This design comes from an exercise in tuning for small area on the open sky130 flow, not from production work.
Function was checked by simulation only, so behaviour that the tests miss may differ from the original.
No activity file was given, so power comes from the tool's default toggle rates.

// firEngine
module firEngine (
    input  logic           iClk,
    input  logic           iRst,
    input  logic           iData0Changed,    
    input  firPkg::sampleT iData0,
    input  logic           iData1Changed,
    input  firPkg::sampleT iData1,
    input  logic           iCoefWrEn,
    input  logic [3:0]     iCoefWrAddr,
    input  firPkg::sampleT iCoefWrData,
    output logic           oData0Changed,    
    output firPkg::sampleT oData0,
    output logic           oData1Changed,
    output firPkg::sampleT oData1
);
==> module firChannel, before the edit <==
module firChannel #(
    parameter int              N        = 6,
    parameter int              Base     = 0,
    parameter logic [18*N-1:0] InitCoef = '0
) (
    input  logic        iClk,
    input  logic        iRst,
    input  logic        iChanged,
    input  logic [17:0] iData,
    input  logic        iCoefWrEn,
    input  logic [3:0]  iCoefWrAddr,
    input  logic [17:0] iCoefWrData,
    output logic        oChanged,
    output logic [17:0] oData
);
    localparam logic [3:0] StF1   = 4'd9;     
    localparam logic [3:0] StF0   = 4'd10;    
    localparam logic [3:0] StWait = 4'd14;    
    localparam logic [3:0] StIdle = 4'd15;
    logic [2:0]  ph;           
    logic        togQ;         
    logic [3:0]  st;           
    logic [2:0]  vcnt;         
    logic        newS;
    logic        lastPh;
    logic        first;
    logic        act;
    logic        wait0;
    logic        go;
    logic        lastGo;
    logic        valid;
    logic        bOne;
    logic        bTwo;
    logic        bNeg;
    logic [17:0] coef;
    assign newS   = iChanged ^ togQ;
    assign lastPh = (ph == 3'(N - 1));
    assign first  = (ph == 3'd0);
    assign act    = (st <= 4'd8);
    assign wait0  = (st == StWait);
    assign go     = act | (wait0 & first);
    assign lastGo = (st == 4'd8) & lastPh;
    assign valid  = go & (first | ({1'b0, vcnt} + {1'b0, ph} > 4'(N)));
    always_ff @(posedge iClk or posedge iRst) begin
        if (iRst) begin
            ph <= '0;
            togQ <= 1'b0;
            st <= StIdle;
            oChanged <= 1'b0;
            vcnt <= '0;
        end else begin
            ph <= lastPh ? '0 : ph + 1'b1;
            togQ <= iChanged;
            if (newS) begin
                st <= StWait;
                if (vcnt != 3'(N))
                    vcnt <= vcnt + 1'b1;
            end else if (wait0 & first) begin
                st <= 4'd0;
            end else if ((act & lastPh) | (st == StF1)) begin
                st <= st + 1'b1;
            end else if (st == StF0) begin
                st <= StIdle;
                oChanged <= ~oChanged;
            end
        end
    end
    coefRing #(.N(N), .Base(Base), .InitCoef(InitCoef)) uCoef (
        .iClk, .iRst, .ph, .iCoefWrEn, .iCoefWrAddr, .iCoefWrData, .head(coef)
    );
    sampleRing #(.N(N)) uSamp (
        .iClk, .newS, .iData, .go, .first, .rndZero(st == 4'd0 || wait0), .valid,
        .bOne, .bTwo, .bNeg
    );
    macUnit uMac (
        .iClk, .shiftIn(act & first), .zeroIn(iRst | (wait0 & first)),
        .bOne, .bTwo, .bNeg, .coef, .result(oData)
    );
endmodule
==> module coefRing, before the edit <==
module coefRing #(
    parameter int              N        = 6,
    parameter int              Base     = 0,
    parameter logic [18*N-1:0] InitCoef = '0
) (
    input  logic        iClk,
    input  logic        iRst,
    input  logic [2:0]  ph,
    input  logic        iCoefWrEn,
    input  logic [3:0]  iCoefWrAddr,
    input  logic [17:0] iCoefWrData,
    output logic [17:0] head
);
    function automatic int tapOf(input int p);
        tapOf = (p == 0) ? 0 : N - p;
    endfunction
    logic [N-1:0][17:0] coefQ;
    logic [17:0]  wdHi;
    logic [17:0]  wdLo;
    logic [3:0]   tap;
    logic [3:0]   pos;
    logic         hit;
    logic [N-1:0] we;
    assign wdHi = iCoefWrData | {18{iRst}};
    assign wdLo = iCoefWrData & ~{18{iRst}};
    always_comb begin
        tap = iCoefWrAddr - 4'(Base);
        hit = iCoefWrEn && (tap < 4'(N));
        pos = tap + {1'b0, ph};
        if (pos >= 4'(N))
            pos = pos - 4'(N);
        pos = 4'(N - 1) - pos;
        for (int i = 0; i < N; i++)
            we[i] = iRst | (hit && pos == 4'(i));
    end
    always_ff @(posedge iClk) begin
        for (int i = 0; i < N; i++) begin
            if (we[i])
                coefQ[i] <= (InitCoef[18*tapOf(i) +: 18] & wdHi) | (~InitCoef[18*tapOf(i) +: 18] & wdLo);
            else
                coefQ[i] <= coefQ[(i + 1) % N];
        end
    end
    assign head = coefQ[0];
endmodule
clock: 8.0 ns
lec_check: 0
abc_area: 1
cap_margin: 20
core_margin: 2
core_utilization: 65
slew_margin: 20
standard.sh (not shown) runs the stock make flow with config.mk's settings and CLKGATE_MAP_FILE= SYNTH_SCRIPT=/design/flow/synth_recipe.tcl, a recipe that flattens the netlist after the stock synthesis.
==> flow/flow/run.sh <==
#!/bin/bash
# Standard ORFS layout with these changes:
#  - ports are buffered with the smallest buffer
#  - clock tree synthesis adds no dummy loads and clusters up to 10 flip-flops
#    (within 40 um) on each leaf buffer
# Each tool's full log is under orfs/logs/; make's output is in standard.log.
set -euo pipefail
rm -rf scripts
cp -r "$FLOW_HOME/scripts" scripts
cat > scripts/abc_area.script <<'A'
strash
&get -n
&synch2
&nf -R 1000
&put
strash
&get -n
&dch -f
&nf -R 1000
&put
strash
&get -n
&synch2
&nf -R 1000
&put
strash
&get -n
&dch -f
&nf -R 1000
&put
topo
A
export SCRIPTS_DIR="$PWD/scripts"
export BUFFER_PORTS_ARGS="-buffer_cell sky130_fd_sc_hd__buf_1"
export CTS_ARGS="-sink_clustering_enable -repair_clock_nets -dont_use_dummy_load -buf_list {sky130_fd_sc_hd__clkbuf_4} -sink_clustering_size 10 -sink_clustering_max_diameter 40"
bash standard.sh > standard.log 2>&1
Edit:
--- a/flow/design.v
+++ b/flow/design.v
@@ -43,6 +43,31 @@
     logic        bTwo;
     logic        bNeg;
     logic [17:0] coef;
+    function automatic logic [2:0] phStep(input logic [2:0] p);
+        phStep = 3'd0;
+        for (int k = 0; k < N - 1; k++)
+            if (p == 3'(k))
+                phStep = 3'(k + 1);
+    endfunction
+    function automatic logic [3:0] stStep(input logic [3:0] q);
+        stStep = 4'd0;
+        for (int k = 0; k < 10; k++)
+            if (q == 4'(k))
+                stStep = 4'(k + 1);
+    endfunction
+    function automatic logic [2:0] vcntStep(input logic [2:0] v);
+        vcntStep = 3'(N);
+        for (int k = 0; k < N; k++)
+            if (v == 3'(k))
+                vcntStep = 3'(k + 1);
+    endfunction
+    function automatic logic tapValid(input logic [2:0] p, input logic [2:0] v);
+        tapValid = 1'b0;
+        for (int k = 1; k < N; k++)
+            for (int c = N - k + 1; c <= N; c++)
+                if (p == 3'(k) && v == 3'(c))
+                    tapValid = 1'b1;
+    endfunction
     assign newS   = iChanged ^ togQ;
     assign lastPh = (ph == 3'(N - 1));
     assign first  = (ph == 3'd0);
@@ -50,7 +75,7 @@
     assign wait0  = (st == StWait);
     assign go     = act | (wait0 & first);
     assign lastGo = (st == 4'd8) & lastPh;
-    assign valid  = go & (first | ({1'b0, vcnt} + {1'b0, ph} > 4'(N)));
+    assign valid  = go & (first | tapValid(ph, vcnt));
     always_ff @(posedge iClk or posedge iRst) begin
         if (iRst) begin
             ph <= '0;
@@ -59,16 +84,15 @@
             oChanged <= 1'b0;
             vcnt <= '0;
         end else begin
-            ph <= lastPh ? '0 : ph + 1'b1;
+            ph <= phStep(ph);
             togQ <= iChanged;
             if (newS) begin
                 st <= StWait;
-                if (vcnt != 3'(N))
-                    vcnt <= vcnt + 1'b1;
+                vcnt <= vcntStep(vcnt);
             end else if (wait0 & first) begin
                 st <= 4'd0;
             end else if ((act & lastPh) | (st == StF1)) begin
-                st <= st + 1'b1;
+                st <= stStep(st);
             end else if (st == StF0) begin
                 st <= StIdle;
                 oChanged <= ~oChanged;
@@ -145,21 +169,16 @@
     logic [N-1:0][17:0] coefQ;
     logic [17:0]  wdHi;
     logic [17:0]  wdLo;
-    logic [3:0]   tap;
-    logic [3:0]   pos;
-    logic         hit;
     logic [N-1:0] we;
     assign wdHi = iCoefWrData | {18{iRst}};
     assign wdLo = iCoefWrData & ~{18{iRst}};
     always_comb begin
-        tap = iCoefWrAddr - 4'(Base);
-        hit = iCoefWrEn && (tap < 4'(N));
-        pos = tap + {1'b0, ph};
-        if (pos >= 4'(N))
-            pos = pos - 4'(N);
-        pos = 4'(N - 1) - pos;
-        for (int i = 0; i < N; i++)
-            we[i] = iRst | (hit && pos == 4'(i));
+        for (int i = 0; i < N; i++) begin
+            we[i] = iRst;
+            for (int p = 0; p < N; p++)
+                if (ph == 3'(p) && iCoefWrEn && iCoefWrAddr == 4'(Base + tapOf((i + p + 1) % N)))
+                    we[i] = 1'b1;
+        end
     end
     always_ff @(posedge iClk) begin
         for (int i = 0; i < N; i++) begin
The new run ran to the end with no violations.
Via count went up by about 6%.
Setup slack is worse by 370 ps.
Synthesized area went down by about 2%.
Power barely changes.
Non-clock buffer count went down by 1.
First-iteration DRC count went up by about 60%.
Global-route usage went up by 1.9 points.
Die area went down by about 2%.
Cell count went up by 2.2%.
Synthesized cell count went up by about 3.5%.
Routed wire length went up by about 7%.
Fmax went down by about 5%.
Hold slack is better by 25 ps.
Critical path depth went up by 2.

-- afterwards: timing with drivers on the ports --
No port has a modelled driver above. Below, the same layouts with a new extraction and two added sets of constraints.
Step 1, drivers: a clkbuf_16 drives iClk and a buf_2 each remaining input, both assumed.
Step 2 moves the port delays by t, midway between the first and last clock arrival at a register: inputs arrive t later, outputs are due t later. That takes back most of the time a late clock gives input paths.
Slacks: no drivers / after step 1 / after step 2; pairs: no drivers / after step 1.
run | t, ns | setup slack, ns | slew at the worst register clock pin (ns) | cell pins on the clock port's net
the first run | 0.728 | 1.180 / 1.180 / 0.818 | 0.11 / 0.11 | 1
the second run | 0.740 | 0.811 / 0.811 / 0.811 | 0.11 / 0.11 | 1
After both steps setup and hold are still met in every run listed. For the first run, which loses most, drivers alone change the setup slack by 0.000 ns; drivers and shift together by -0.362 ns.
